Background: an optimization exercise with open tools, aiming at small area, a short achievable clock period and few clock cycles. Do not read the settings as production practice. In this exercise RTL edits were held to simulation tests only and were not proved equivalent to the original.

--- config.mk ---
export PLATFORM = sky130hd
export DESIGN_NAME = aes_inv_key_sched
export DESIGN_NICKNAME = aes_inv_key_sched
export VERILOG_FILES = /design/flow/design.v
export SDC_FILE = /design/flow/constraint.sdc
export NUM_CORES = 4
export LEC_CHECK = 0
export CAP_MARGIN = 20
export CORE_MARGIN = 2
export CORE_UTILIZATION = 40
export SLEW_MARGIN = 20
--- constraint.sdc ---
create_clock -name core_clock -period 25.0 [get_ports {clk}]
set_input_delay 5.0000 -clock core_clock [delete_from_list [all_inputs] [get_ports {clk}]]
set_output_delay 5.0000 -clock core_clock [all_outputs]
set_load 0.01 [all_outputs]
--- design.v ---
module aes_sbox (
    input  logic [7:0] a,
    output logic [7:0] y
);
    logic U0,U1,U2,U3,U4,U5,U6,U7;
    logic T1,T2,T3,T4,T5,T6,T7,T8,T9,T10,T11,T12,T13,T14,T15,T16,T17,T18,T19,T20,T21,T22,T23,T24,T25,T26,T27;
    logic M1,M2,M3,M4,M5,M6,M7,M8,M9,M10,M11,M12,M13,M14,M15,M16,M17,M18,M19,M20,M21,M22,M23,M24,M25,M26,M27,M28,M29,M30;
    logic M31,M32,M33,M34,M35,M36,M37,M38,M39,M40,M41,M42,M43,M44,M45,M46,M47,M48,M49,M50,M51,M52,M53,M54,M55,M56,M57,M58,M59,M60,M61,M62,M63;
    logic L0,L1,L2,L3,L4,L5,L6,L7,L8,L9,L10,L11,L12,L13,L14,L15,L16,L17,L18,L19,L20,L21,L22,L23,L24,L25,L26,L27,L28,L29;
    assign {U0,U1,U2,U3,U4,U5,U6,U7} = a;
    assign T1 = U0 ^ U3;
    assign T2 = U0 ^ U5;
    assign T3 = U0 ^ U6;
    assign T4 = U3 ^ U5;
    assign T5 = U4 ^ U6;
    assign T6 = T1 ^ T5;
    assign T7 = U1 ^ U2;
    assign T8 = U7 ^ T6;
    assign T9 = U7 ^ T7;
    assign T10 = T6 ^ T7;
    assign T11 = U1 ^ U5;
    assign T12 = U2 ^ U5;
    assign T13 = T3 ^ T4;
    assign T14 = T6 ^ T11;
    assign T15 = T5 ^ T11;
    assign T16 = T5 ^ T12;
    assign T17 = T9 ^ T16;
    assign T18 = U3 ^ U7;
    assign T19 = T7 ^ T18;
    assign T20 = T1 ^ T19;
    assign T21 = U6 ^ U7;
    assign T22 = T7 ^ T21;
    assign T23 = T2 ^ T22;
    assign T24 = T2 ^ T10;
    assign T25 = T20 ^ T17;
    assign T26 = T3 ^ T16;
    assign T27 = T1 ^ T12;
    assign M1 = T13 & T6;
    assign M2 = T23 & T8;
    assign M3 = T14 ^ M1;
    assign M4 = T19 & U7;
    assign M5 = M4 ^ M1;
    assign M6 = T3 & T16;
    assign M7 = T22 & T9;
    assign M8 = T26 ^ M6;
    assign M9 = T20 & T17;
    assign M10 = M9 ^ M6;
    assign M11 = T1 & T15;
    assign M12 = T4 & T27;
    assign M13 = M12 ^ M11;
    assign M14 = T2 & T10;
    assign M15 = M14 ^ M11;
    assign M16 = M3 ^ M2;
    assign M17 = M5 ^ T24;
    assign M18 = M8 ^ M7;
    assign M19 = M10 ^ M15;
    assign M20 = M16 ^ M13;
    assign M21 = M17 ^ M15;
    assign M22 = M18 ^ M13;
    assign M23 = M19 ^ T25;
    assign M24 = M22 ^ M23;
    assign M25 = M22 & M20;
    assign M26 = M21 ^ M25;
    assign M27 = M20 ^ M21;
    assign M28 = M23 ^ M25;
    assign M29 = M28 & M27;
    assign M30 = M26 & M24;
    assign M31 = M20 & M23;
    assign M32 = M27 & M31;
    assign M33 = M27 ^ M25;
    assign M34 = M21 & M22;
    assign M35 = M24 & M34;
    assign M36 = M24 ^ M25;
    assign M37 = M21 ^ M29;
    assign M38 = M32 ^ M33;
    assign M39 = M23 ^ M30;
    assign M40 = M35 ^ M36;
    assign M41 = M38 ^ M40;
    assign M42 = M37 ^ M39;
    assign M43 = M37 ^ M38;
    assign M44 = M39 ^ M40;
    assign M45 = M42 ^ M41;
    assign M46 = M44 & T6;
    assign M47 = M40 & T8;
    assign M48 = M39 & U7;
    assign M49 = M43 & T16;
    assign M50 = M38 & T9;
    assign M51 = M37 & T17;
    assign M52 = M42 & T15;
    assign M53 = M45 & T27;
    assign M54 = M41 & T10;
    assign M55 = M44 & T13;
    assign M56 = M40 & T23;
    assign M57 = M39 & T19;
    assign M58 = M43 & T3;
    assign M59 = M38 & T22;
    assign M60 = M37 & T20;
    assign M61 = M42 & T1;
    assign M62 = M45 & T4;
    assign M63 = M41 & T2;
    assign L0 = M61 ^ M62;
    assign L1 = M50 ^ M56;
    assign L2 = M46 ^ M48;
    assign L3 = M47 ^ M55;
    assign L4 = M54 ^ M58;
    assign L5 = M49 ^ M61;
    assign L6 = M62 ^ L5;
    assign L7 = M46 ^ L3;
    assign L8 = M51 ^ M59;
    assign L9 = M52 ^ M53;
    assign L10 = M53 ^ L4;
    assign L11 = M60 ^ L2;
    assign L12 = M48 ^ M51;
    assign L13 = M50 ^ L0;
    assign L14 = M52 ^ M61;
    assign L15 = M55 ^ L1;
    assign L16 = M56 ^ L0;
    assign L17 = M57 ^ L1;
    assign L18 = M58 ^ L8;
    assign L19 = M63 ^ L4;
    assign L20 = L0 ^ L1;
    assign L21 = L1 ^ L7;
    assign L22 = L3 ^ L12;
    assign L23 = L18 ^ L2;
    assign L24 = L15 ^ L9;
    assign L25 = L6 ^ L10;
    assign L26 = L7 ^ L9;
    assign L27 = L8 ^ L10;
    assign L28 = L11 ^ L14;
    assign L29 = L11 ^ L17;
    assign y[7] = L6 ^ L24;
    assign y[6] = ~(L16 ^ L26);
    assign y[5] = ~(L19 ^ L28);
    assign y[4] = L6 ^ L21;
    assign y[3] = L20 ^ L22;
    assign y[2] = L25 ^ L29;
    assign y[1] = ~(L13 ^ L27);
    assign y[0] = ~(L6 ^ L23);
endmodule
module aes_inv_key_sched (
    input  logic         clk,
    input  logic         rst_n,
    input  logic         clear,
    input  logic [127:0] key_in,
    input  logic         key_valid,
    output logic         key_ready,
    output logic [127:0] rk_out,
    output logic [3:0]   rk_round,
    output logic         rk_valid,
    input  logic         rk_ready,
    output logic         rk_last,
    output logic         busy
);
    logic [127:0] key_reg;
    logic [3:0]   ctr;
    logic         busy_q, ready_q, emit_q, last_q;
    logic         run_q;    
    logic         dir_q;    
    logic [31:0]  w0, w1, w2, w3;
    logic [31:0]  sbox_in, rot, sub, t;
    logic [7:0]   rcon;     
    logic [31:0]  n0, n1, n2, n3, t_f;
    logic         e, f;
    assign w0 = key_reg[127:96];
    assign w1 = key_reg[95:64];
    assign w2 = key_reg[63:32];
    assign w3 = key_reg[31:0];
    assign sbox_in = w3 ^ ({32{dir_q}} & w2);
    assign rot     = {sbox_in[23:0], sbox_in[31:24]};
    for (genvar b = 0; b < 4; b++) begin : g_sbox
        aes_sbox u_sbox (
            .a (rot[8*b +: 8]),
            .y (sub[8*b +: 8])
        );
    end
    assign t = sub ^ {rcon, 24'h000000};
    assign e   = !dir_q || rk_ready;
    assign f   = !dir_q;    
    assign t_f = {32{f}} & t;
    assign n0 = w0 ^ ({32{e}} & t);
    assign n1 = w1 ^ ({32{e}} & w0) ^ t_f;
    assign n2 = w2 ^ ({32{e}} & w1) ^ ({32{f}} & n0);
    assign n3 = w3 ^ ({32{e}} & w2) ^ ({32{f}} & n1);
    always_ff @(posedge clk) key_reg <= run_q ? {n0, n1, n2, n3} : key_in;
    logic rcon_last;
    assign rcon_last = rcon[5] && rcon[2];    
    always_ff @(posedge clk) begin
        if (!run_q)                       rcon <= 8'h01;
        else if (!dir_q) begin
            if (!rcon_last)               rcon <= {rcon[6:0], 1'b0} ^ (rcon[7] ? 8'h1b : 8'h00);
        end else if (rk_ready)            rcon <= rcon[0] ? ({1'b1, rcon[7:1]} ^ 8'h0d) : {1'b0, rcon[7:1]};
    end
    always_ff @(posedge clk) begin
        if (!run_q)                       ctr <= 4'd10;
        else if (dir_q && rk_ready)       ctr <= ctr - 4'd1;
    end
    logic accept, fwd_done, rk_hs, done;
    assign accept   = !busy_q && key_valid;    
    assign fwd_done = run_q && !dir_q && rcon_last;
    assign rk_hs    = emit_q && rk_ready;
    assign done     = rk_hs && (ctr == 4'd0);
    always_ff @(posedge clk) begin
        if (clear || !run_q) dir_q <= 1'b0;
        else if (fwd_done)    dir_q <= 1'b1;
    end
    always_ff @(posedge clk or negedge rst_n) begin
        if (!rst_n)              run_q <= 1'b0;
        else if (clear)          run_q <= 1'b0;
        else if (!run_q)         run_q <= key_valid;
        else if (done)           run_q <= 1'b0;
    end
    always_ff @(posedge clk or negedge rst_n) begin
        if (!rst_n) begin
            busy_q  <= 1'b0;
            ready_q <= 1'b1;
            emit_q  <= 1'b0;
            last_q  <= 1'b0;
        end else if (clear) begin
            busy_q  <= 1'b0;
            ready_q <= 1'b1;
            emit_q  <= 1'b0;
            last_q  <= 1'b0;
        end else begin
            if (accept) begin
                busy_q  <= 1'b1;
                ready_q <= 1'b0;
            end else if (done) begin
                busy_q  <= 1'b0;
                ready_q <= 1'b1;
            end
            if (fwd_done)  emit_q <= 1'b1;
            else if (done) emit_q <= 1'b0;
            if (rk_hs) last_q <= (ctr == 4'd1);
        end
    end
    assign key_ready = ready_q;
    assign busy      = busy_q;
    assign rk_valid  = emit_q;
    assign rk_last   = last_q;
    assign rk_out    = key_reg;
    assign rk_round  = ctr;
endmodule
--- flow/run.sh ---
#!/bin/bash
# The standard layout (standard.sh), with these changes:
#  - synthesis maps logic with an area-oriented ABC script (flow/area.abc)
#    instead of ORFS's speed script; everything else in synthesis is as in
#    synth_recipe.tcl (same register mapping, flattening and renaming);
#  - the port buffers are buf_1 cells (repair_timing upsizes those on critical paths);
#  - repair_timing works to a setup margin of MARGIN ns (the SDC and its
#    clock period are unchanged).
set -euo pipefail
D=$(pwd)
MARGIN=$(cat flow/margin.txt)
{ cat flow/my_abc.tcl; cat synth_recipe.tcl; } > my_synth.tcl
sed 's#/synth_recipe.tcl#/my_synth.tcl#' standard.sh > my_standard.sh
export MY_ABC_SCRIPT=$D/flow/area.abc
export BUFFER_PORTS_ARGS="-buffer_cell sky130_fd_sc_hd__buf_1"
export SETUP_SLACK_MARGIN=$MARGIN
bash my_standard.sh > standard.log 2>&1
--- flow/area.abc ---
strash
&get -n
&st
&dch -f
&nf -a -R 1000
&put
--- flow/margin.txt ---
18.7
--- flow/my_abc.tcl ---
proc abc {args} {
  set i [lsearch -exact $args -script]
  if {$i >= 0 && [info exists ::env(MY_ABC_SCRIPT)]} { lset args [expr {$i+1}] $::env(MY_ABC_SCRIPT) }
  set j [lsearch -exact $args -D]
  if {$j >= 0 && [info exists ::env(MY_ABC_NO_D)]} { set args [lreplace $args $j [expr {$j+1}]] }
  yosys abc {*}$args
}
--- standard.sh ---
#!/bin/bash
# synth_recipe.tcl (not shown) runs the flow's synth.tcl, then flattens the netlist and writes it again
# the make line also repeats each setting of config.mk as NAME=value (left out here)
make -C /OpenROAD-flow-scripts/flow DESIGN_CONFIG=/design/flow/config.mk WORK_HOME=/design/flow/orfs CLKGATE_MAP_FILE= SYNTH_SCRIPT=/design/flow/synth_recipe.tcl "${@:-finish}"
==> results of run 1 <==
## routing by layer
layer  up-vias  global-route usage [%]
met5         -                       0
met4         0                    5.19
met3        24                    4.18
met2       230                    34.1
met1      4840                    26.5
li1       5347                       -
## stage by stage
stage	instance area (um^2)	cells	utilization (%)
2_1_floorplan	11400	1484	-
3_3_place_gp	13000	2136	46.4
3_5_place_dp	13000	2136	46.4
4_1_cts	13800	2172	49.4
5_1_grt	14400	2193	51.5
6_report	14400	2194	51.5
## worst min-delay path by stage
stage	start	end	slack (ps)	cells after the start
final	ready_q$_DFFE_PN1P_	ready_q$_DFFE_PN1P_	450	2
after floorplan	ready_q$_DFFE_PN1P_	ready_q$_DFFE_PN1P_	460	2
after global placement	ready_q$_DFFE_PN1P_	ready_q$_DFFE_PN1P_	440	2
after detailed placement	ready_q$_DFFE_PN1P_	ready_q$_DFFE_PN1P_	450	2
after global routing	ready_q$_DFFE_PN1P_	ready_q$_DFFE_PN1P_	480	2
after CTS	ready_q$_DFFE_PN1P_	ready_q$_DFFE_PN1P_	460	2
## worst max-delay path, cell delays in order
cell and delay (ps):
clkbuf_4 210, nand2b_4 180, buf_16 230, nand2_1 110, xor2_1 200, xnor2_1 170
nor2_1 80, xnor2_1 160, a21oi_1 90
## synth_stat cells (2+ instances only)
cell	instances	share of area, %
a21o_1	3	0.20
xor2_1	166	13
nor3b_1	2	0.13
mux2i_1	2	0.18
and2_0	4	0.22
nor2b_1	11	0.60
ha_1	11	1.2
o31ai_1	2	0.13
nor2_1	281	9.2
nand2b_1	26	1.4
clkinv_1	16	0.53
nand3_1	3	0.13
dfrtp_1	4	0.88
o211a_1	3	0.26
xnor2_1	415	32
dfxtp_1	141	25
a21oi_1	153	6.7
o211ai_1	4	0.26
nand2_1	206	6.8
o21ai_0	20	0.88
## what timing repair did
item	in CTS	in global routing
gates cloned	2	1
buffers inserted	2	20
gates resized for setup	36	52
endpoints found under the setup margin	124	92
pin swaps	1	7
## layout make-up
type / instances / area, um^2
Clock inverter: 15 / 159
Timing Repair Buffer: 297 / 1310
Antenna cell: 1 / 2.50
Fill cell: 2800 / 13500
Clock buffer: 17 / 425
Tap cell: 378 / 473
Inverter: 16 / 60.1
Sequential cell: 146 / 2960
Multi-Input combinational cell: 1324 / 9010
## logic make-up (layout without fill, tap and decap cells)
logic type | after synthesis | after routing
compound gates | 190 | 190
xor+xnor | 582 | 582
fa+ha+maj | 11 | 11
buf+inv | 16 | 345
flops | 146 | 146
mux | 3 | 3
other cells | 0 | 1
simple gates | 536 | 538
==> flow_summary.json, run 1 <==
{
  "status": "finished clean",
  "muxShareOfSynthArea_pct": 0.274,
  "critPathCapture": "key_reg[10]$_DFF_P_",
  "r2r-start": "dir_q$_SDFFE_PP0P_",
  "io_pins": 269,
  "ys_ff_latch": 146,
  "grt_pass1_wl_mm": 50.0,
  "grt_max_degree": 102,
  "cp_max_fo": 60,
  "max_freq_mhz": 161,
  "postRouteWirelength_mm": 31.3,
  "cts_hold_buf": 0,
  "fin_tns_setup_ps": 0,
  "synth_top_family_by_area": "XOR/XNOR gates",
  "synth_xor_area_share_pct": 44.7,
  "yosysSeqAreaShare_pct": 25.8,
  "chipWidth_um": 173,
  "htree_levels": 4,
  "finalCritPeriodShare_pct": 24.9,
  "synth_nets": 1628,
  "final_cell_mix": "391 x xnor2_1, 281 x nor2_1, 267 x buf_1",
  "largest_register_ffs": 128,
  "hold_ws_ps": 454,
  "portBuffers": 268,
  "final_common_cell": "xnor2_1",
  "critical_path_class": "in -> reg",
  "worstSetupStartpoint": "rk_ready",
  "syn_avg_cell_area_um2": 7.70,
  "synth-simple-area-share_pct": 18.7,
  "core_um2": 27900,
  "synth_compound_area_share_pct": 8.79,
  "drc": 0,
  "finalCriticalPeriod_ps": 6210,
  "gp_congestion": 0.866,
  "die_area_um2": 29900,
  "nets": 1946,
  "die_y_um": 173,
  "finalSetupViolCount": 0,
  "drive_above_1_share_pct": 6.94,
  "synth.distinct_cells": 31,
  "cts_tree": "yes",
  "fp-row-count": 61,
  "cp.required_ps": 25280,
  "end_kind": "flop",
  "critPathLaunchType": "input port",
  "pre_cts_slack_ps": 17390,
  "wl_met3_mm": 1.44,
  "synth_edf_count": 0,
  "worstRegToRegCells": 25,
  "worst_skew_pair.late_latency_ps": 450,
  "grt_pass1_vias": 9884,
  "synth_cells": 1484,
  "synth_area_um2": 11400,
  "drtIter0Drc": 542,
  "synth-adder-area-share_pct": 1.20,
  "vias_per_cell": 4.76,
  "grt_usage_pct": 20.3,
  "rsz0062_at_grt": "yes",
  "async_flop_share_pct": 3.42,
  "antenna_found_initial": 2,
  "slew_headroom_pct": 33.9,
  "path_clk_slew_ps": 80,
  "firstDrtPassIters": 5,
  "clk_path_buf_depth": 2,
  "cp.arrival_ps": 6490,
  "layout_setup_ws_ps": 18790,
  "dp_hpwl_mm": 22.4,
  "cts_sinks": 146,
  "yosys_warnings": 1,
  "cts-buffers-inserted": 17,
  "wl_per_cell_um": 14.3,
  "grt.overflow.total": 0,
  "drv_slew": 0,
  "ys.flop_type": "dfxtp_1",
  "syn2layout_area_growth_pct": 26.0,
  "start_util_pct": 40.9,
  "r2r_setup_slack_ps": 19030,
  "worst_pin_slew_ps": 992,
  "fin_skew_ps": 17.1,
  "met1_length_mm": 14.4,
  "hold_violations": 0,
  "num_vias": 10441,
  "hold_path.class": "reg -> reg",
  "rr_endpoint": "key_reg[52]$_DFF_P_",
  "top_layer": "met4",
  "ant_nets": 0,
  "ctsRootBufferMaster": "clkbuf_16",
  "drv_cap": 0,
  "route.met2.wl_mm": 15.1
}
Testbench counts, summed over its fixed seeds: cycles 7,040.
==> run 2: changes to the inputs <==
==> flow/margin.txt (replaced) <==
18.5
==> flow_summary.json, run 2 <==
{
  "status": "finished clean",
  "ys_top_cells_by_area": "xnor2_1 32%, dfxtp_1 25%, xor2_1 13%",
  "hold_violations": 0,
  "grt_pass1_vias": 10186,
  "rsz0062_at_grt": "no",
  "worst_skew_pair.late_latency_ps": 430,
  "final_cell_mix": "395 x xnor2_1, 281 x nor2_1, 267 x buf_1",
  "drc": 0,
  "yosys_warnings": 1,
  "io_pins": 269,
  "critPathLaunchType": "input port",
  "wl_per_cell_um": 14.5,
  "num_vias": 10416,
  "crit_buf_inv": 2,
  "synth_edf_count": 0,
  "drive_above_1_share_pct": 5.69,
  "critical_path_class": "in -> reg",
  "antenna_found_initial": 0,
  "cts_sinks": 146,
  "synthTopCellsByCount": "415 x xnor2_1, 281 x nor2_1, 206 x nand2_1",
  "grt_pass1_wl_mm": 51.3,
  "final_common_cell": "xnor2_1",
  "stdcell_count": 2189,
  "ant_nets": 0,
  "dp_cells": 2136,
  "max_freq_mhz": 160,
  "drv_slew": 0,
  "die_area_um2": 29900,
  "cpMostUsedCell": "xnor2_1",
  "finalSetupViolCount": 0,
  "async_flop_share_pct": 3.42,
  "placed_area_um2": 13000,
  "nets": 1942,
  "clk_path_buf_depth": 2,
  "portBuffers": 268,
  "worst_pin_slew_ps": 833,
  "insertedDiodeCount": 0,
  "cts_tree": "yes",
  "grt_max_degree": 107,
  "cts-buffers-inserted": 17,
  "ys.flop_type": "dfxtp_1",
  "drv_cap": 0,
  "slew_headroom_pct": 44.5,
  "synth_nets": 1628,
  "cp_max_fo": 12,
  "pre_cts_slack_ps": 17390,
  "drtIter0Drc": 513,
  "ctsRootBufferMaster": "clkbuf_16",
  "hold_path.class": "reg -> reg",
  "vias_per_cell": 4.76,
  "yosysSeqAreaShare_pct": 25.8,
  "synth_area_um2": 11400,
  "syn_avg_cell_area_um2": 7.70,
  "postRouteWirelength_mm": 31.7,
  "synth_cells": 1484,
  "r2r_setup_slack_ps": 19040,
  "grt_usage_pct": 20.6,
  "path_clk_slew_ps": 70,
  "layout_setup_ws_ps": 18740,
  "slowest_delay_ps": 320,
  "start_util_pct": 40.9,
  "chipWidth_um": 173,
  "die_y_um": 173,
  "gp_congestion": 0.895,
  "core_um2": 27900,
  "post-route-cell-area_um2": 14100,
  "ys_ff_latch": 146,
  "path_delay_family": "XOR/XNOR gates",
  "synth.distinct_cells": 31,
  "dp_hpwl_mm": 22.7,
  "largest_register_ffs": 128,
  "finalCritPeriodShare_pct": 25.0,
  "htree_levels": 4,
  "syn2layout_area_growth_pct": 23.3,
  "fin_skew_ps": 13.4,
  "finalCriticalPeriod_ps": 6260,
  "fin_tns_setup_ps": 0,
  "cp.arrival_ps": 6560,
  "synth_top_area_cell": "xnor2_1",
  "end_kind": "flop",
  "crit_path_top_delay_cell": "xnor2_1",
  "synth_top_area_share_pct": 31.8,
  "cts_hold_buf": 0,
  "yosys.cell_count.top_type": "xnor2_1",
  "grt.overflow.total": 0,
  "hold_ws_ps": 456,
  "cp_cell_sequence": "buf_2 -> nand2b_4 -> buf_4 -> nand2_1 -> xnor2_1 -> xnor2_1 -> nor2_1 -> xnor2_1 -> a21oi_1",
  "fp-row-count": 61,
  "firstDrtPassIters": 4,
  "nFillCells": 2850,
  "cp.required_ps": 25300
}
-- run 2: final cells by class --
cell class | count | area, um^2 | area share, %
clock buffers | 17 | 425 | 3.02
flip-flops and latches | 146 | 2960 | 21.0
repair buffers | 293 | 1280 | 9.12
well taps | 378 | 473 | 3.36
inverters | 16 | 60.1 | 0.426
multi-input cells | 1324 | 8720 | 61.9
clock inverters | 15 | 161 | 1.15
-- run 2: path summary, 6_finish.rpt --
kind | endpoint | depth (start not counted) | start
min in group asynchronous | last_q$_DFFE_PN0P_ | 1 | rst_n
max | key_reg[6]$_DFF_P_ | 9 | rk_ready
max in group asynchronous | ready_q$_DFFE_PN1P_ | 1 | rst_n
min reg2reg | ready_q$_DFFE_PN1P_ | 2 | ready_q$_DFFE_PN1P_
max reg2reg | key_reg[6]$_DFF_P_ | 25 | dir_q$_SDFFE_PP0P_
min | ready_q$_DFFE_PN1P_ | 2 | ready_q$_DFFE_PN1P_
-- run 2: repair_timing --
action	CTS	global route
pin swaps	0	8
gates resized for setup	29	22
endpoints found under the setup margin	112	92
setup buffers	1	17
cloned	2	0
-- run 2: logic make-up after synthesis --
family | synth area share (%)
buffers and inverters | 0.526
adder cells (fa/ha/maj) | 1.20
AO/OA/AOI/OAI | 8.79
flip-flops | 25.8
XOR/XNOR | 44.7
AND/OR/NAND/NOR | 18.7
multiplexers | 0.274
-- run 2: through the flow --
step / utilization (%)
floorplan: -
global placement: 46.4
detailed placement: 46.4
CTS: 49.3
global route: 50.4
finish: 50.4
-- run 2: tightest hold or removal path, stage by stage, from the launching register on --
cell	delay [ps]
dfstp_2	370
clkinv_1	30
a21oi_1	50
-- run 2: per-layer routing --
layer / vias up / global-route usage (%) / routed length [um]
met4: 0 / 4.91 / 390
met2: 236 / 34.7 / 14800
li1: 5349 / - / -
met3: 22 / 2.95 / 1340
met5: - / 0 / 0
met1: 4809 / 27.9 / 15100
==> run 3: changes to the inputs <==
--- a/config.mk
+++ b/config.mk
@@ -8,4 +8,5 @@
 export CAP_MARGIN = 20
 export CORE_MARGIN = 2
 export CORE_UTILIZATION = 40
+export CTS_BUF_LIST = sky130_fd_sc_hd__clkbuf_4 sky130_fd_sc_hd__clkbuf_8
 export SLEW_MARGIN = 20
==> flow_summary.json, run 3 <==
{
  "finalCriticalPeriod_ps": 6230,
  "yosys_warnings": 1,
  "cp.required_ps": 25330,
  "fin_tns_setup_ps": 0,
  "hold_ws_ps": 461,
  "critical_path_class": "in -> reg",
  "final_common_cell": "xnor2_1",
  "cts-buffers-inserted": 17,
  "finalSetupViolCount": 0,
  "nets": 1939,
  "synth.distinct_cells": 31,
  "final_cell_mix": "396 x xnor2_1, 281 x nor2_1, 267 x buf_1",
  "multi_input_comb_area_um2": 8710,
  "htree_levels": 4,
  "ys.flop_type": "dfxtp_1",
  "async_flop_share_pct": 3.42,
  "worst_pin_slew_ps": 823,
  "cp_cell_sequence": "buf_2 -> nand2b_4 -> buf_4 -> nand2_1 -> xnor2_1 -> xnor2_1 -> nor2_1 -> xnor2_1 -> a21oi_1",
  "die_y_um": 173,
  "rr_endpoint": "key_reg[63]$_DFF_P_",
  "nFillCells": 2878,
  "die_area_um2": 29900,
  "grt.overflow.total": 0,
  "r2r_setup_slack_ps": 19000,
  "min-delay-start": "ready_q$_DFFE_PN1P_",
  "synth_area_um2": 11400,
  "syn2layout_area_growth_pct": 21.3,
  "finalCritPeriodShare_pct": 24.9,
  "vias_per_cell": 4.76,
  "antenna_found_initial": 1,
  "grt_pass1_vias": 10207,
  "io_pins": 269,
  "synth_cells": 1484,
  "chipWidth_um": 173,
  "layout_setup_ws_ps": 18770,
  "cp.depth": 9,
  "fin_skew_ps": 21.4,
  "firstDrtPassIters": 5,
  "synth_edf_count": 0,
  "drv_slew": 0,
  "seq_area_um2": 2960,
  "synth_top_area_share_pct": 31.8,
  "drtIter0Drc": 501,
  "crit_path_top_delay_cell": "xnor2_1",
  "cp.arrival_ps": 6570,
  "pre_cts_slack_ps": 17390,
  "yosysSeqAreaShare_pct": 25.8,
  "postRouteWirelength_mm": 31.6,
  "wl_per_cell_um": 14.4,
  "largest_register_ffs": 128,
  "max_freq_mhz": 160,
  "drive_above_1_share_pct": 5.42,
  "yosys.cell_count.top_type": "xnor2_1",
  "end_kind": "flop",
  "status": "finished clean",
  "portBuffers": 268,
  "cp_max_fo": 12,
  "slew_headroom_pct": 45.1,
  "dp_hpwl_mm": 22.7,
  "worstRegToRegCells": 23,
  "ctsRootBufferMaster": "clkbuf_8",
  "syn_avg_cell_area_um2": 7.70,
  "cts_hold_buf": 0,
  "grt_usage_pct": 20.6,
  "ys_top_cells_by_area": "xnor2_1 32%, dfxtp_1 25%, xor2_1 13%",
  "cpMostUsedCell": "xnor2_1",
  "rsz0062_at_grt": "no",
  "drv_cap": 0,
  "core_um2": 27900,
  "hold_violations": 0,
  "synthTopCellsByCount": "415 x xnor2_1, 281 x nor2_1, 206 x nand2_1",
  "num_vias": 10410,
  "start_util_pct": 40.9,
  "crit_buf_inv": 2,
  "drc": 0,
  "cts_tree": "yes",
  "critPathLaunchType": "input port",
  "clk_path_buf_depth": 2,
  "path_clk_slew_ps": 100,
  "fp-row-count": 61,
  "slowest_delay_ps": 320,
  "synth_top_area_cell": "xnor2_1",
  "cts_sinks": 146,
  "grt_pass1_wl_mm": 51.3,
  "hold_end": "ready_q$_DFFE_PN1P_",
  "worst_skew_pair.late_latency_ps": 470,
  "hold_path.class": "reg -> reg",
  "insertedDiodeCount": 0,
  "r2r-start": "dir_q$_SDFFE_PP0P_",
  "synth_nets": 1628,
  "whs_path_depth": 2,
  "ys_ff_latch": 146,
  "grt_max_degree": 107,
  "path_delay_family": "XOR/XNOR gates",
  "gp_congestion": 0.895,
  "ant_nets": 0
}
-- run 3: cell counts after synthesis --
Identical to the previous run, type by type.
-- run 3: timing repair --
action | 4_1_cts | 5_1_grt
setup buffers | 1 | 14
gates resized for setup | 28 | 21
pin swaps | 0 | 8
setup endpoints to repair | 113 | 93
cloned | 2 | 0
-- run 3: tightest hold or removal path: cells and delay by family (launching register included) --
| kind | cells | cell delay, ps |
|---|---|---|
| AO/OA/AOI/OAI | 1 | 50 |
| flip-flops | 1 | 380 |
| buffers and inverters | 1 | 30 |
-- run 3: worst max path at each step --
| stage | from | to | slack [ps] |
|---|---|---|---|
| floorplan | rk_ready | key_reg[10]$_DFF_P_ | 16860 |
| global placement | rk_ready | key_reg[26]$_DFF_P_ | 17450 |
| detailed placement | rk_ready | key_reg[10]$_DFF_P_ | 17390 |
| CTS | dir_q$_SDFFE_PP0P_ | key_reg[2]$_DFF_P_ | 18470 |
| global route | dir_q$_SDFFE_PP0P_ | key_reg[18]$_DFF_P_ | 18530 |
| finish | rk_ready | key_reg[6]$_DFF_P_ | 18770 |
-- run 3: layout make-up --
class | count | share of cell area [%]
clock buffer | 17 | 1.69
clock inverter | 15 | 1.16
inverter | 16 | 0.433
multi-input combinational | 1324 | 62.9
sequential | 146 | 21.3
tap | 378 | 3.41
timing repair buffer | 290 | 9.09
-- run 3: cell families after synthesis --
kind of cell,share of synthesized area (%)
buf+inv,0.526
mux,0.274
simple gates,18.7
xor+xnor,44.7
compound gates,8.79
flops,25.8
fa+ha+maj,1.20
-- run 3: layer usage --
layer	vias to the layer above	part of all wire [%]	global-route usage [%]
li1	5337	-	-
met1	4804	48	27.7
met2	240	46	34.6
met3	29	4.5	3.61
met4	0	1.4	4.56
met5	-	0	0
-- run 3: through the flow --
stage	instances	area (um^2)	utilization (%)
final	2186	13900	49.6
after global routing	2186	13900	49.6
after CTS	2171	13600	48.6
after detailed placement	2136	13000	46.4
after global placement	2136	13000	46.4
after floorplan	1484	11400	-
==> run 4: changes to the inputs <==
--- a/config.mk
+++ b/config.mk
@@ -8,5 +8,5 @@
 export CAP_MARGIN = 20
 export CORE_MARGIN = 2
 export CORE_UTILIZATION = 40
-export CTS_BUF_LIST = sky130_fd_sc_hd__clkbuf_4 sky130_fd_sc_hd__clkbuf_8
+export CTS_BUF_LIST = sky130_fd_sc_hd__clkbuf_8 sky130_fd_sc_hd__clkbuf_16
 export SLEW_MARGIN = 20
==> flow_summary.json, run 4 <==
{
  "status": "finished clean",
  "synth_cells": 1484,
  "finalCritPeriodShare_pct": 25.0,
  "dp_cells": 2136,
  "yosys_warnings": 1,
  "drive_above_1_share_pct": 5.69,
  "grt_usage_pct": 20.6,
  "start_util_pct": 40.9,
  "synth_edf_count": 0,
  "drv_cap": 0,
  "ctsRootBufferMaster": "clkbuf_16",
  "cpMostUsedCell": "xnor2_1",
  "die_y_um": 173,
  "slew_headroom_pct": 44.5,
  "firstDrtPassIters": 4,
  "clk_path_buf_depth": 2,
  "ys_top_cells_by_area": "xnor2_1 32%, dfxtp_1 25%, xor2_1 13%",
  "dp_hpwl_mm": 22.7,
  "synth_area_um2": 11400,
  "synth_top_area_share_pct": 31.8,
  "insertedDiodeCount": 0,
  "synth-adder-area-share_pct": 1.20,
  "synth_xor_area_share_pct": 44.7,
  "synth_top_family_by_area": "XOR/XNOR gates",
  "path_clk_slew_ps": 70,
  "portBuffers": 268,
  "final_cell_mix": "395 x xnor2_1, 281 x nor2_1, 267 x buf_1",
  "crit_path_top_delay_cell": "xnor2_1",
  "ys_ff_latch": 146,
  "nets": 1942,
  "hold_violations": 0,
  "cts_tree": "yes",
  "core_um2": 27900,
  "drtIter0Drc": 513,
  "ys.flop_type": "dfxtp_1",
  "chipWidth_um": 173,
  "finalCriticalPeriod_ps": 6260,
  "synth_nets": 1628,
  "r2r_setup_slack_ps": 19040,
  "rsz0062_at_grt": "no",
  "gp_congestion": 0.895,
  "num_vias": 10416,
  "muxShareOfSynthArea_pct": 0.274,
  "postRouteWirelength_mm": 31.7,
  "drv_slew": 0,
  "vias_per_cell": 4.76,
  "synth.distinct_cells": 31,
  "htree_levels": 4,
  "stdcell_count": 2189,
  "max_freq_mhz": 160,
  "largest_register_ffs": 128,
  "drc": 0,
  "async_flop_share_pct": 3.42,
  "fin_skew_ps": 13.4,
  "grt_pass1_vias": 10186,
  "critical_path_class": "in -> reg",
  "wl_per_cell_um": 14.5,
  "synth-simple-area-share_pct": 18.7,
  "nFillCells": 2850,
  "critPathLaunchType": "input port",
  "cts-buffers-inserted": 17,
  "worst_pin_slew_ps": 833,
  "fp-row-count": 61,
  "syn_avg_cell_area_um2": 7.70,
  "fin_tns_setup_ps": 0,
  "io_pins": 269,
  "syn2layout_area_growth_pct": 23.3,
  "grt_pass1_wl_mm": 51.3,
  "yosys.cell_count.top_type": "xnor2_1",
  "synthTopCellsByCount": "415 x xnor2_1, 281 x nor2_1, 206 x nand2_1",
  "synth_compound_area_share_pct": 8.79,
  "antenna_found_initial": 0,
  "cp_cell_sequence": "buf_2 -> nand2b_4 -> buf_4 -> nand2_1 -> xnor2_1 -> xnor2_1 -> nor2_1 -> xnor2_1 -> a21oi_1",
  "hold_path.class": "reg -> reg",
  "yosysSeqAreaShare_pct": 25.8,
  "final_common_cell": "xnor2_1",
  "grt.overflow.total": 0,
  "die_area_um2": 29900,
  "ant_nets": 0,
  "end_kind": "flop",
  "cp.required_ps": 25300,
  "slowest_delay_ps": 320,
  "finalSetupViolCount": 0,
  "grt_max_degree": 107,
  "cts_sinks": 146,
  "cp.arrival_ps": 6560,
  "worst_skew_pair.late_latency_ps": 430,
  "synth_top_area_cell": "xnor2_1",
  "cp_max_fo": 12
}
## run 4: changes by cell type in the layout (fill, tap and decap cells not counted), sizes merged
cell | previous run | this run
buf | 289 | 293
clkbuf | 18 | 17
## run 4: cell type report
class,count,area [um^2],area share [%]
multi-input combinational,1324,8720,61.9
inverter,16,60.1,0.426
tap,378,473,3.36
timing repair buffer,293,1280,9.12
sequential,146,2960,21.0
clock inverter,15,161,1.15
clock buffer,17,425,3.02
## run 4: metal layers
layer / routed length (um) / track usage, % / vias up
met5: 0 / 0 / -
met4: 390 / 4.91 / 0
met3: 1340 / 2.95 / 22
met2: 14800 / 34.7 / 236
met1: 15100 / 27.9 / 4809
li1: - / - / 5349
## run 4: per-stage QoR
step	hold WS [ps]	area (um^2)	worst slack [ps]	utilization [%]
CTS	461	13800	18470	49.3
global route	485	14100	18550	50.4
finish	456	14100	18740	50.4
floorplan	460	11400	16860	-
global placement	448	13000	17450	46.4
detailed placement	446	13000	17390	46.4
## run 4: cells by family (layout without fill, tap and decap cells)
kind of cell	after synthesis	in the layout
AOI/OAI and AO/OA	190	190
adders and majority gates	11	11
buffers and inverters	16	341
DFF	146	146
xor gates and xnor gates	582	582
muxes	3	3
and+or+nand+nor	536	538
## run 4: what timing repair did
action	in CTS	in global routing
setup buffers	1	17
endpoints found under the setup margin	112	92
hold buffers	0	0
resized for setup	29	22
gates cloned	2	0
pin swaps	0	8
## run 4: worst max-delay path: cells and delay by family
family | cells | cell delay (ps)
xor+xnor | 3 | 610
buf+inv | 2 | 450
simple gates | 3 | 410
compound gates | 1 | 70
## run 4: final timing paths
path	startpoint	to	cells past startpoint
min in group asynchronous	rst_n	last_q$_DFFE_PN0P_	1
setup reg to reg	dir_q$_SDFFE_PP0P_	key_reg[6]$_DFF_P_	25
setup / recovery	rk_ready	key_reg[6]$_DFF_P_	9
max in group asynchronous	rst_n	ready_q$_DFFE_PN1P_	1
hold reg to reg	ready_q$_DFFE_PN1P_	ready_q$_DFFE_PN1P_	2
hold / removal	ready_q$_DFFE_PN1P_	ready_q$_DFFE_PN1P_	2
==> run 5: changes to the inputs <==
--- a/config.mk
+++ b/config.mk
@@ -8,5 +8,6 @@
 export CAP_MARGIN = 20
 export CORE_MARGIN = 2
 export CORE_UTILIZATION = 40
-export CTS_BUF_LIST = sky130_fd_sc_hd__clkbuf_8 sky130_fd_sc_hd__clkbuf_16
+export CTS_BUF_LIST = sky130_fd_sc_hd__clkbuf_8
+export CTS_CLUSTER_SIZE = 12
 export SLEW_MARGIN = 20
==> flow_summary.json, run 5 <==
{
  "status": "finished clean",
  "core_um2": 27900,
  "final_common_cell": "xnor2_1",
  "end_kind": "flop",
  "drv_slew": 0,
  "largest_register_ffs": 128,
  "portBuffers": 268,
  "worstSetupStartpoint": "rk_ready",
  "pre_cts_slack_ps": 17390,
  "worst_skew_pair.late_latency_ps": 470,
  "synth.distinct_cells": 31,
  "min-delay-start": "ready_q$_DFFE_PN1P_",
  "fin_tns_setup_ps": 0,
  "hold_violations": 0,
  "cts-buffers-inserted": 17,
  "postRouteWirelength_mm": 31.6,
  "cp.arrival_ps": 6570,
  "path_delay_family": "XOR/XNOR gates",
  "cts_sinks": 146,
  "critical_path_class": "in -> reg",
  "synthTopCellsByCount": "415 x xnor2_1, 281 x nor2_1, 206 x nand2_1",
  "worst_pin_slew_ps": 823,
  "grt_pass1_wl_mm": 51.3,
  "drc": 0,
  "rsz0062_at_grt": "no",
  "synth_top_area_share_pct": 31.8,
  "synth_top_area_cell": "xnor2_1",
  "yosys_warnings": 1,
  "io_pins": 269,
  "drtIter0Drc": 501,
  "fin_skew_ps": 21.4,
  "nets": 1939,
  "stdcell_count": 2186,
  "cts_tree": "yes",
  "slowest_delay_ps": 320,
  "r2r-start": "dir_q$_SDFFE_PP0P_",
  "finalCriticalPeriod_ps": 6230,
  "drv_cap": 0,
  "crit_buf_inv": 2,
  "ys_ff_latch": 146,
  "syn_avg_cell_area_um2": 7.70,
  "ys.flop_type": "dfxtp_1",
  "async_flop_share_pct": 3.42,
  "ant_nets": 0,
  "post-route-cell-area_um2": 13900,
  "cp.required_ps": 25330,
  "synth_cells": 1484,
  "insertedDiodeCount": 0,
  "htree_levels": 4,
  "yosys.cell_count.top_type": "xnor2_1",
  "finalSetupViolCount": 0,
  "grt.overflow.total": 0,
  "gp_congestion": 0.895,
  "yosysSeqAreaShare_pct": 25.8,
  "slew_headroom_pct": 45.1,
  "ys_top_cells_by_area": "xnor2_1 32%, dfxtp_1 25%, xor2_1 13%",
  "cp_max_fo": 12,
  "placed_area_um2": 13000,
  "chipWidth_um": 173,
  "num_vias": 10410,
  "antenna_found_initial": 1,
  "clk_path_buf_depth": 2,
  "dp_cells": 2136,
  "max_freq_mhz": 160,
  "ctsRootBufferMaster": "clkbuf_8",
  "path_clk_slew_ps": 100,
  "die_y_um": 173,
  "hold_ws_ps": 461,
  "synth_edf_count": 0,
  "final_core_util_pct": 49.6,
  "synth_area_um2": 11400,
  "critPathLaunchType": "input port",
  "firstDrtPassIters": 5,
  "syn2layout_area_growth_pct": 21.3,
  "synth_nets": 1628,
  "grt_usage_pct": 20.6,
  "crit_path_top_delay_cell": "xnor2_1",
  "hold_path.class": "reg -> reg",
  "cpMostUsedCell": "xnor2_1",
  "start_util_pct": 40.9,
  "final_cell_mix": "396 x xnor2_1, 281 x nor2_1, 267 x buf_1",
  "wl_per_cell_um": 14.4,
  "fp-row-count": 61,
  "vias_per_cell": 4.76,
  "cts_hold_buf": 0,
  "dp_hpwl_mm": 22.7,
  "drive_above_1_share_pct": 5.42,
  "cp_cell_sequence": "buf_2 -> nand2b_4 -> buf_4 -> nand2_1 -> xnor2_1 -> xnor2_1 -> nor2_1 -> xnor2_1 -> a21oi_1",
  "finalCritPeriodShare_pct": 24.9,
  "die_area_um2": 29900,
  "grt_max_degree": 107,
  "grt_pass1_vias": 10207,
  "layout_setup_ws_ps": 18770
}
[run 5: cell types whose count changed in the layout (fill, tap and decap cells not counted), sizes merged]
cell,before,now
buf,293,289
clkbuf,17,18
[run 5: what timing repair did]
item / in CTS / in global routing
gates resized for setup: 28 / 21
pin swaps: 0 / 8
cloned: 2 / 0
endpoints found under the setup margin: 113 / 93
setup buffers: 1 / 14
[run 5: cell type report]
cell class	count	area [um^2]
timing repair buffer	290	1260
sequential	146	2960
clock inverter	15	161
multi-input combinational	1324	8710
inverter	16	60.1
clock buffer	17	234
tap	378	473
fill	2878	14100
[run 5: logic make-up after synthesis]
logic type      after synthesis  share of synthesized area (%)
simple gates                536                           18.7
flops                       146                           25.8
mux                           3                          0.274
xor+xnor                    582                           44.7
compound gates              190                           8.79
buf+inv                      16                          0.526
fa+ha+maj                    11                           1.20
[run 5: worst paths after layout]
kind                                  endpoint  slack, ps  cells past startpoint
setup / recovery            key_reg[6]$_DFF_P_      18770                      9
hold / removal             ready_q$_DFFE_PN1P_        460                      2
setup reg to reg           key_reg[63]$_DFF_P_      19000                     23
hold reg to reg            ready_q$_DFFE_PN1P_        460                      2
max in group asynchronous  ready_q$_DFFE_PN1P_      20350                      1
min in group asynchronous   last_q$_DFFE_PN0P_       4360                      1
[run 5: worst reg2reg max path, delay by kind of cell (launching register included)]
kind / cells / cell delay (ps)
XOR/XNOR: 14 / 3810
AO/OA/AOI/OAI: 3 / 630
AND/OR/NAND/NOR: 4 / 450
flip-flops: 1 / 440
adder cells (fa/ha/maj): 1 / 290
buffers and inverters: 1 / 240
[run 5: routing by layer]
metal | up-vias | routed length, um | GRT usage, %
met2 | 240 | 14700 | 34.6
met5 | - | 0 | 0
met1 | 4804 | 15000 | 27.7
met4 | 0 | 442 | 4.56
met3 | 29 | 1420 | 3.61
li1 | 5337 | - | -
==> run 6: changes to the inputs <==
--- a/config.mk
+++ b/config.mk
@@ -9,5 +9,4 @@
 export CORE_MARGIN = 2
 export CORE_UTILIZATION = 40
 export CTS_BUF_LIST = sky130_fd_sc_hd__clkbuf_8
-export CTS_CLUSTER_SIZE = 12
 export SLEW_MARGIN = 20
==> flow_summary.json, run 6 <==
{
  "status": "finished clean",
  "end_kind": "flop",
  "yosysSeqAreaShare_pct": 25.8,
  "synth_compound_area_share_pct": 8.79,
  "postRouteWirelength_mm": 31.6,
  "final_cell_mix": "396 x xnor2_1, 281 x nor2_1, 267 x buf_1",
  "die_y_um": 173,
  "dp_hpwl_mm": 22.7,
  "cp.arrival_ps": 6570,
  "yosys.cell_count.top_type": "xnor2_1",
  "drive_above_1_share_pct": 5.42,
  "synth_top_area_cell": "xnor2_1",
  "synth-adder-area-share_pct": 1.20,
  "ys_ff_latch": 146,
  "die_area_um2": 29900,
  "htree_levels": 4,
  "whs_path_depth": 2,
  "synth.distinct_cells": 31,
  "cp_max_fo": 12,
  "cp.required_ps": 25330,
  "antenna_found_initial": 1,
  "rr_endpoint": "key_reg[63]$_DFF_P_",
  "syn_avg_cell_area_um2": 7.70,
  "busiest_layer": "met2",
  "fp-row-count": 61,
  "cts_tree": "yes",
  "nets": 1939,
  "async_flop_share_pct": 3.42,
  "wl_per_cell_um": 14.4,
  "synth_nets": 1628,
  "cts_sinks": 146,
  "firstDrtPassIters": 5,
  "synth_xor_area_share_pct": 44.7,
  "synth_area_um2": 11400,
  "synth-simple-area-share_pct": 18.7,
  "syn2layout_area_growth_pct": 21.3,
  "final_common_cell": "xnor2_1",
  "pre_cts_slack_ps": 17390,
  "portBuffers": 268,
  "insertedDiodeCount": 0,
  "core_um2": 27900,
  "path_clk_slew_ps": 100,
  "ctsRootBufferMaster": "clkbuf_8",
  "synth_top_family_by_area": "XOR/XNOR gates",
  "r2r_setup_slack_ps": 19000,
  "drc": 0,
  "grt_pass1_wl_mm": 51.3,
  "drtIter0Drc": 501,
  "cts-buffers-inserted": 17,
  "worst_pin_slew_ps": 823,
  "muxShareOfSynthArea_pct": 0.274,
  "critical_path_class": "in -> reg",
  "num_vias": 10410,
  "ys.flop_type": "dfxtp_1",
  "critPathLaunchType": "input port",
  "synth_edf_count": 0,
  "slew_headroom_pct": 45.1,
  "finalCriticalPeriod_ps": 6230,
  "max_freq_mhz": 160,
  "largest_register_ffs": 128,
  "hold_violations": 0,
  "min-delay-start": "ready_q$_DFFE_PN1P_",
  "hold_end": "ready_q$_DFFE_PN1P_",
  "grt.overflow.total": 0,
  "synth_cells": 1484,
  "nFillCells": 2878,
  "grt_usage_pct": 20.6,
  "ys_top_cells_by_area": "xnor2_1 32%, dfxtp_1 25%, xor2_1 13%",
  "fin_skew_ps": 21.4,
  "gp_congestion": 0.895,
  "synth_top_area_share_pct": 31.8,
  "finalSetupViolCount": 0,
  "post-route-cell-area_um2": 13900,
  "clk_path_buf_depth": 2,
  "met2_usage_pct": 34.6,
  "layout_setup_ws_ps": 18770,
  "hold_path.class": "reg -> reg",
  "ant_nets": 0,
  "rsz0062_at_grt": "no",
  "fin_tns_setup_ps": 0,
  "grt_max_degree": 107,
  "vias_per_cell": 4.76,
  "synthTopCellsByCount": "415 x xnor2_1, 281 x nor2_1, 206 x nand2_1",
  "finalCritPeriodShare_pct": 24.9,
  "cts_hold_buf": 0,
  "chipWidth_um": 173,
  "drv_cap": 0,
  "use_met1_pct": 27.7,
  "start_util_pct": 40.9,
  "drv_slew": 0,
  "io_pins": 269,
  "r2r-start": "dir_q$_SDFFE_PP0P_",
  "yosys_warnings": 1,
  "grtUsageMet3_pct": 3.61,
  "grt_pass1_vias": 10207,
  "placed_area_um2": 13000,
  "worst_skew_pair.late_latency_ps": 470,
  "worstRegToRegCells": 23
}
==> run 6: cell counts after synthesis <==
Identical to the previous run, type by type.
==> run 6: how the worst max path moves through the flow <==
stage	startpoint	to	slack [ps]
CTS	dir_q$_SDFFE_PP0P_	key_reg[2]$_DFF_P_	18470
finish	rk_ready	key_reg[6]$_DFF_P_	18770
global placement	rk_ready	key_reg[26]$_DFF_P_	17450
detailed placement	rk_ready	key_reg[10]$_DFF_P_	17390
global route	dir_q$_SDFFE_PP0P_	key_reg[18]$_DFF_P_	18530
floorplan	rk_ready	key_reg[10]$_DFF_P_	16860
==> run 6: cell type report <==
| cell class | count | area, um^2 | area share, % |
|---|---|---|---|
| timing repair buffer | 290 | 1260 | 9.09 |
| clock inverter | 15 | 161 | 1.16 |
| clock buffer | 17 | 234 | 1.69 |
| sequential | 146 | 2960 | 21.3 |
| multi-input combinational | 1324 | 8710 | 62.9 |
| tap | 378 | 473 | 3.41 |
| inverter | 16 | 60.1 | 0.433 |
==> run 6: cells by family after synthesis <==
kind of cell | Yosys count
compound gates | 190
fa+ha+maj | 11
xor+xnor | 582
buf+inv | 16
flops | 146
mux | 3
simple gates | 536
==> run 6: worst max-delay path, cell delays in order <==
cell and delay, ps:
buf_2 230, nand2b_4 210, buf_4 240, nand2_1 100, xnor2_1 140, xnor2_1 320, nor2_1 100, xnor2_1 150
a21oi_1 70
==> run 6: what timing repair did <==
item | CTS | global route
pin swaps | 0 | 8
resized for setup | 28 | 21
setup buffers | 1 | 14
cloned | 2 | 0
hold endpoints to repair | 0 | 0
endpoints found under the setup margin | 113 | 93
==> run 6: through the flow <==
step | util (%) | hold WS (ps) | instances
CTS | 48.6 | 465 | 2171
finish | 49.6 | 461 | 2186
floorplan | - | 460 | 1484
detailed placement | 46.4 | 446 | 2136
global route | 49.6 | 490 | 2186
global placement | 46.4 | 448 | 2136
==> run 6: layer usage <==
metal	vias up	part of all wire, %
li1	5337	-
met5	-	0
met4	0	1.4
met1	4804	48
met3	29	4.5
met2	240	46
==> run 7: changes to the inputs <==
--- a/design.v
+++ b/design.v
@@ -179,7 +179,7 @@
     assign t_f = {32{f}} & t;
     assign n0 = w0 ^ ({32{e}} & t);
     assign n1 = w1 ^ ({32{e}} & w0) ^ t_f;
-    assign n2 = w2 ^ ({32{e}} & w1) ^ ({32{f}} & n0);
+    assign n2 = w2 ^ (f ? n1 : ({32{e}} & w1));    
     assign n3 = w3 ^ ({32{e}} & w2) ^ ({32{f}} & n1);
     always_ff @(posedge clk) key_reg <= run_q ? {n0, n1, n2, n3} : key_in;
     logic rcon_last;
==> flow_summary.json, run 7 <==
{
  "start_util_pct": 40.9,
  "die_y_um": 170,
  "drc": 0,
  "yosys_warnings": 1,
  "antenna_found_initial": 0,
  "hold_violations": 0,
  "synth.distinct_cells": 30,
  "vias_per_cell": 4.90,
  "fin_skew_ps": 27.2,
  "crit_path_top_delay_cell": "nand2b_4",
  "end_kind": "flop",
  "gp_congestion": 0.893,
  "grt_pass1_vias": 9770,
  "critical_path_class": "in -> reg",
  "synth_cells": 1426,
  "ys_ff_latch": 146,
  "num_vias": 10247,
  "firstDrtPassIters": 5,
  "cp_cell_sequence": "clkbuf_2 -> nand2b_4 -> nand2_1 -> xnor2_1 -> xnor2_1 -> nor2_1 -> a21oi_1 -> xor2_1 -> a21oi_1",
  "chipWidth_um": 170,
  "io_pins": 269,
  "finalCriticalPeriod_ps": 6330,
  "htree_levels": 4,
  "largest_register_ffs": 128,
  "drv_slew": 0,
  "slowest_delay_ps": 350,
  "crit_buf_inv": 1,
  "async_flop_share_pct": 3.42,
  "ant_nets": 0,
  "route.met2.wl_mm": 15.5,
  "drtIter0Drc": 578,
  "synthTopCellsByCount": "344 x xnor2_1, 248 x nor2_1, 204 x xor2_1",
  "yosysSeqAreaShare_pct": 26.7,
  "synth_area_um2": 11100,
  "nFillCells": 2742,
  "whs_path_depth": 1,
  "syn_avg_cell_area_um2": 7.76,
  "cp_max_fo": 11,
  "critPathLaunchType": "input port",
  "cp.depth": 9,
  "top_layer": "met4",
  "core_um2": 27000,
  "path_clk_slew_ps": 90,
  "synth_nets": 1570,
  "final_cell_mix": "317 x xnor2_1, 267 x buf_1, 248 x nor2_1",
  "status": "finished clean",
  "met1_length_mm": 15.6,
  "clk_path_buf_depth": 2,
  "grt_max_degree": 106,
  "final_common_cell": "xnor2_1",
  "wl_per_cell_um": 15.7,
  "finalSetupViolCount": 0,
  "cp.required_ps": 25310,
  "cts-buffers-inserted": 17,
  "ctsRootBufferMaster": "clkbuf_8",
  "drive_above_1_share_pct": 6.74,
  "ys_top_cells_by_area": "xnor2_1 27%, dfxtp_1 26%, xor2_1 16%",
  "path_delay_family": "simple AND/OR/NAND/NOR gates",
  "grt_usage_pct": 21.8,
  "worstRegToRegCells": 27,
  "grt_pass1_wl_mm": 50.4,
  "finalCritPeriodShare_pct": 25.3,
  "cp.arrival_ps": 6640,
  "slew_headroom_pct": 31.2,
  "wl_met3_mm": 1.52,
  "ys.flop_type": "dfxtp_1",
  "dp_hpwl_mm": 22.4,
  "rsz0062_at_grt": "yes",
  "worst_pin_slew_ps": 1030,
  "cts_sinks": 146,
  "pre_cts_slack_ps": 17360,
  "nets": 1882,
  "grt.overflow.total": 0,
  "portBuffers": 268,
  "max_freq_mhz": 158,
  "cts_tree": "yes",
  "synth_top_area_cell": "xnor2_1",
  "layout_setup_ws_ps": 18670,
  "worst_skew_pair.late_latency_ps": 470,
  "yosys.cell_count.top_type": "xnor2_1",
  "postRouteWirelength_mm": 32.9,
  "fin_tns_setup_ps": 0,
  "die_area_um2": 29000,
  "fp-row-count": 60,
  "synth_top_area_share_pct": 27.2,
  "synth_edf_count": 0,
  "drv_cap": 0,
  "insertedDiodeCount": 0,
  "syn2layout_area_growth_pct": 23.7,
  "hold_path.class": "reg -> reg"
}
-- run 7: changes by cell type in the layout (fill, tap and decap cells not counted), moves of 6 or more --
cell,before,now
xnor2_1,396,317
a21oi_1,153,187
nor2_1,281,248
xor2_1,150,180
nand2_1,206,177
xnor2_2,19,25
-- run 7: metal layers --
layer / global-route usage [%] / vias up
met2: 36.6 / 236
met3: 4.12 / 12
met1: 29.4 / 4812
met4: 3.53 / 0
li1: - / 5187
met5: 0 / -
-- run 7: path summary, 6_finish.rpt --
| check | start | endpoint | slack [ps] |
|---|---|---|---|
| setup / recovery | rk_ready | key_reg[53]$_DFF_P_ | 18670 |
| hold / removal | ctr[3]$_SDFFE_PN1P_ | ctr[3]$_SDFFE_PN1P_ | 510 |
| setup reg to reg | dir_q$_SDFFE_PP0P_ | key_reg[36]$_DFF_P_ | 18860 |
| hold reg to reg | ctr[3]$_SDFFE_PN1P_ | ctr[3]$_SDFFE_PN1P_ | 510 |
| max in group asynchronous | rst_n | ready_q$_DFFE_PN1P_ | 20330 |
| min in group asynchronous | rst_n | busy_q$_DFFE_PN0P_ | 4410 |
-- run 7: through the flow --
step / hold WS (ps) / utilization [%] / cells / instance area, um^2
finish: 515 / 50.6 / 2092 / 13700
CTS: 519 / 48.7 / 2075 / 13200
detailed placement: 492 / 46.4 / 2039 / 12500
global route: 537 / 50.6 / 2092 / 13700
floorplan: 502 / - / 1426 / 11100
global placement: 486 / 46.4 / 2039 / 12500
-- run 7: area by class of cell --
class | count | area, um^2 | share of cell area [%]
multi-input combinational | 1267 | 8570 | 62.6
sequential | 146 | 2960 | 21.6
timing repair buffer | 289 | 1220 | 8.93
tap | 341 | 427 | 3.12
clock buffer | 17 | 234 | 1.71
clock inverter | 15 | 209 | 1.53
inverter | 17 | 63.8 | 0.466
-- run 7: cells by family after synthesis --
kind of cell | after synthesis | synth area share, %
buf+inv | 17 | 0.577
mux | 2 | 0.181
simple gates | 477 | 17.3
flops | 146 | 26.7
compound gates | 225 | 10.6
fa+ha+maj | 11 | 1.24
xor+xnor | 548 | 43.4
-- run 7: worst reg2reg max path: stages (launching register included) --
cell,delay [ps]
dfxtp_4,490
buf_16,260
nand2_1,130
xor2_2,200
xnor2_2,310
xor2_2,330
xor2_1,300
clkinv_1,110
ha_1,240
xnor2_2,270
xnor2_1,150
xnor2_2,260
clkinv_1,150
or3_1,360
o21ai_2,240
xnor2_2,170
xor2_1,220
nor2_1,100
xnor2_2,330
buf_4,180
xnor2_1,180
xnor2_1,210
nand2b_1,110
xnor2_1,210
nor2_1,90
a21oi_1,150
xor2_1,170
a21oi_1,90
-- run 7: timing repair --
item / CTS / global route
endpoints found under the setup margin: 111 / 91
setup buffers: 2 / 14
gates cloned: 2 / 3
hold buffers: 0 / 0
pin swaps: 0 / 5
resized for setup: 20 / 54
Testbench counts of run 7, summed over its fixed seeds: cycles 7,040.
==> run 8: changes to the inputs <==
==> flow/margin.txt (replaced) <==
18.6
==> flow_summary.json, run 8 <==
{
  "status": "finished clean",
  "vias_per_cell": 4.85,
  "top_layer": "met4",
  "fin_skew_ps": 16.7,
  "placed_area_um2": 12500,
  "synth_edf_count": 0,
  "clk_path_buf_depth": 2,
  "final_core_util_pct": 50.5,
  "synth_top_area_cell": "xnor2_1",
  "critPathLaunchType": "input port",
  "drc": 0,
  "die_area_um2": 29000,
  "drv_slew": 0,
  "start_util_pct": 40.9,
  "dp_hpwl_mm": 22.0,
  "finalCritPeriodShare_pct": 25.2,
  "ys.flop_type": "dfxtp_1",
  "fin_tns_setup_ps": 0,
  "grt_pass1_wl_mm": 49.4,
  "syn2layout_area_growth_pct": 23.4,
  "ant_nets": 0,
  "met1_length_mm": 14.9,
  "wl_met3_mm": 1.56,
  "cts_sinks": 146,
  "grt.overflow.total": 0,
  "hold_path.class": "reg -> reg",
  "portBuffers": 268,
  "cts-buffers-inserted": 17,
  "io_pins": 269,
  "synth_nets": 1570,
  "hold_violations": 0,
  "synthTopCellsByCount": "344 x xnor2_1, 248 x nor2_1, 204 x xor2_1",
  "num_vias": 10137,
  "async_flop_share_pct": 3.42,
  "synth.distinct_cells": 30,
  "yosysSeqAreaShare_pct": 26.7,
  "wl_per_cell_um": 15.3,
  "finalSetupViolCount": 0,
  "synth_top_area_share_pct": 27.2,
  "grt_pass1_vias": 9625,
  "final_common_cell": "xnor2_1",
  "drive_above_1_share_pct": 6.46,
  "synth_cells": 1426,
  "worst_pin_slew_ps": 1130,
  "worst_skew_pair.late_latency_ps": 460,
  "cp.arrival_ps": 6600,
  "drtIter0Drc": 445,
  "ctsRootBufferMaster": "clkbuf_8",
  "chipWidth_um": 170,
  "yosys_warnings": 1,
  "slew_headroom_pct": 24.2,
  "max_freq_mhz": 159,
  "largest_register_ffs": 128,
  "synth_area_um2": 11100,
  "syn_avg_cell_area_um2": 7.76,
  "postRouteWirelength_mm": 31.9,
  "finalCriticalPeriod_ps": 6290,
  "ys_ff_latch": 146,
  "end_kind": "flop",
  "cts_tree": "yes",
  "grt_usage_pct": 21.4,
  "grt_max_degree": 102,
  "fp-row-count": 60,
  "htree_levels": 4,
  "firstDrtPassIters": 5,
  "path_clk_slew_ps": 90,
  "insertedDiodeCount": 0,
  "die_y_um": 170,
  "critical_path_class": "in -> reg",
  "antenna_found_initial": 0,
  "nets": 1881,
  "final_cell_mix": "324 x xnor2_1, 267 x buf_1, 248 x nor2_1",
  "post-route-cell-area_um2": 13700,
  "cp_max_fo": 11,
  "drv_cap": 0,
  "route.met2.wl_mm": 15.1,
  "gp_congestion": 0.890,
  "ys_top_cells_by_area": "xnor2_1 27%, dfxtp_1 26%, xor2_1 16%",
  "whs_path_depth": 2,
  "yosys.cell_count.top_type": "xnor2_1",
  "rsz0062_at_grt": "yes",
  "core_um2": 27000,
  "worstRegToRegCells": 29,
  "cp.required_ps": 25310
}
## run 8: cell counts after synthesis
Identical to the previous run, type by type.
## run 8: cells by family after synthesis
family / Yosys count / synth area share, %
compound gates: 225 / 10.6
xor+xnor: 548 / 43.4
fa+ha+maj: 11 / 1.24
buf+inv: 17 / 0.577
flops: 146 / 26.7
mux: 2 / 0.181
simple gates: 477 / 17.3
## run 8: layout make-up
class	count	area, um^2
timing repair buffer	288	1220
clock buffer	18	248
multi-input combinational	1267	8590
tap	341	427
sequential	146	2960
inverter	17	63.8
fill	2781	13400
clock inverter	14	144
## run 8: what timing repair did
item                                    4_1_cts  5_1_grt
endpoints found under the setup margin      106       77
cloned                                        3        1
endpoints found under the hold margin         0        0
pin swaps                                     0        5
setup buffers                                 2       14
hold buffers                                  0        0
resized for setup                            24       49
## run 8: stage by stage
step / hold WS, ps / worst slack (ps) / std cells
CTS: 513 / 18520 / 2076
finish: 524 / 18710 / 2091
floorplan: 502 / 18240 / 1426
detailed placement: 488 / 17710 / 2039
global route: 555 / 18510 / 2091
global placement: 480 / 17760 / 2039
## run 8: path summary, 6_finish.rpt
path                                    start  slack [ps]                   to
max reg2reg                dir_q$_SDFFE_PP0P_       18960  key_reg[34]$_DFF_P_
max in group asynchronous               rst_n       20250      run_q$_DFF_PN0_
min in group asynchronous               rst_n        4430   busy_q$_DFFE_PN0P_
min reg2reg                busy_q$_DFFE_PN0P_         520   busy_q$_DFFE_PN0P_
max                                  rk_ready       18710  key_reg[37]$_DFF_P_
min                        busy_q$_DFFE_PN0P_         520   busy_q$_DFFE_PN0P_
## run 8: worst max-delay path: stages
cell,delay [ps]
buf_2,230
nand2b_4,330
nand2_1,110
xnor2_1,160
xnor2_1,260
nor2_1,110
a21oi_1,160
xor2_1,150
a21oi_1,80
## run 8: routing by layer
layer	track usage (%)	up-vias
li1	-	5182
met1	28.2	4711
met2	36.4	227
met3	3.77	17
met4	4.57	0
met5	0	-

[port drivers added, routing unchanged]
The results above use ideal ports. As a check the final layouts listed here were re-extracted and re-timed, cells and wires unchanged. Step 1 assumes that a clkbuf_16 drives the clock port and a buf_2 every other input. Step 2 times the ports against the registers' clock, not the clock port: input delays grow and output delays shrink by t, the midpoint of the rising clock arrivals with the driver on. Slacks: ideal ports / drivers / drivers and shift; pairs: ideal ports / drivers.
run	t, ns	slack for setup (ns)	worst data-port slew with drivers (ns)
run 1	0.491	18.785 / 18.761 / 18.319	0.09
run 2	0.475	18.742 / 18.767 / 18.292	0.09
run 3	0.504	18.765 / 18.788 / 18.284	0.09
run 4	0.475	18.742 / 18.767 / 18.292	0.09
run 5	0.504	18.765 / 18.788 / 18.284	0.09
run 6	0.504	18.765 / 18.788 / 18.284	0.09
run 7	0.506	18.673 / 18.694 / 18.189	0.06
run 8	0.495	18.708 / 18.725 / 18.230	0.05
After both steps every run listed still meets setup and hold. For run 7, which loses most, drivers alone change the setup slack by +0.021 ns; drivers and shift together by -0.484 ns.
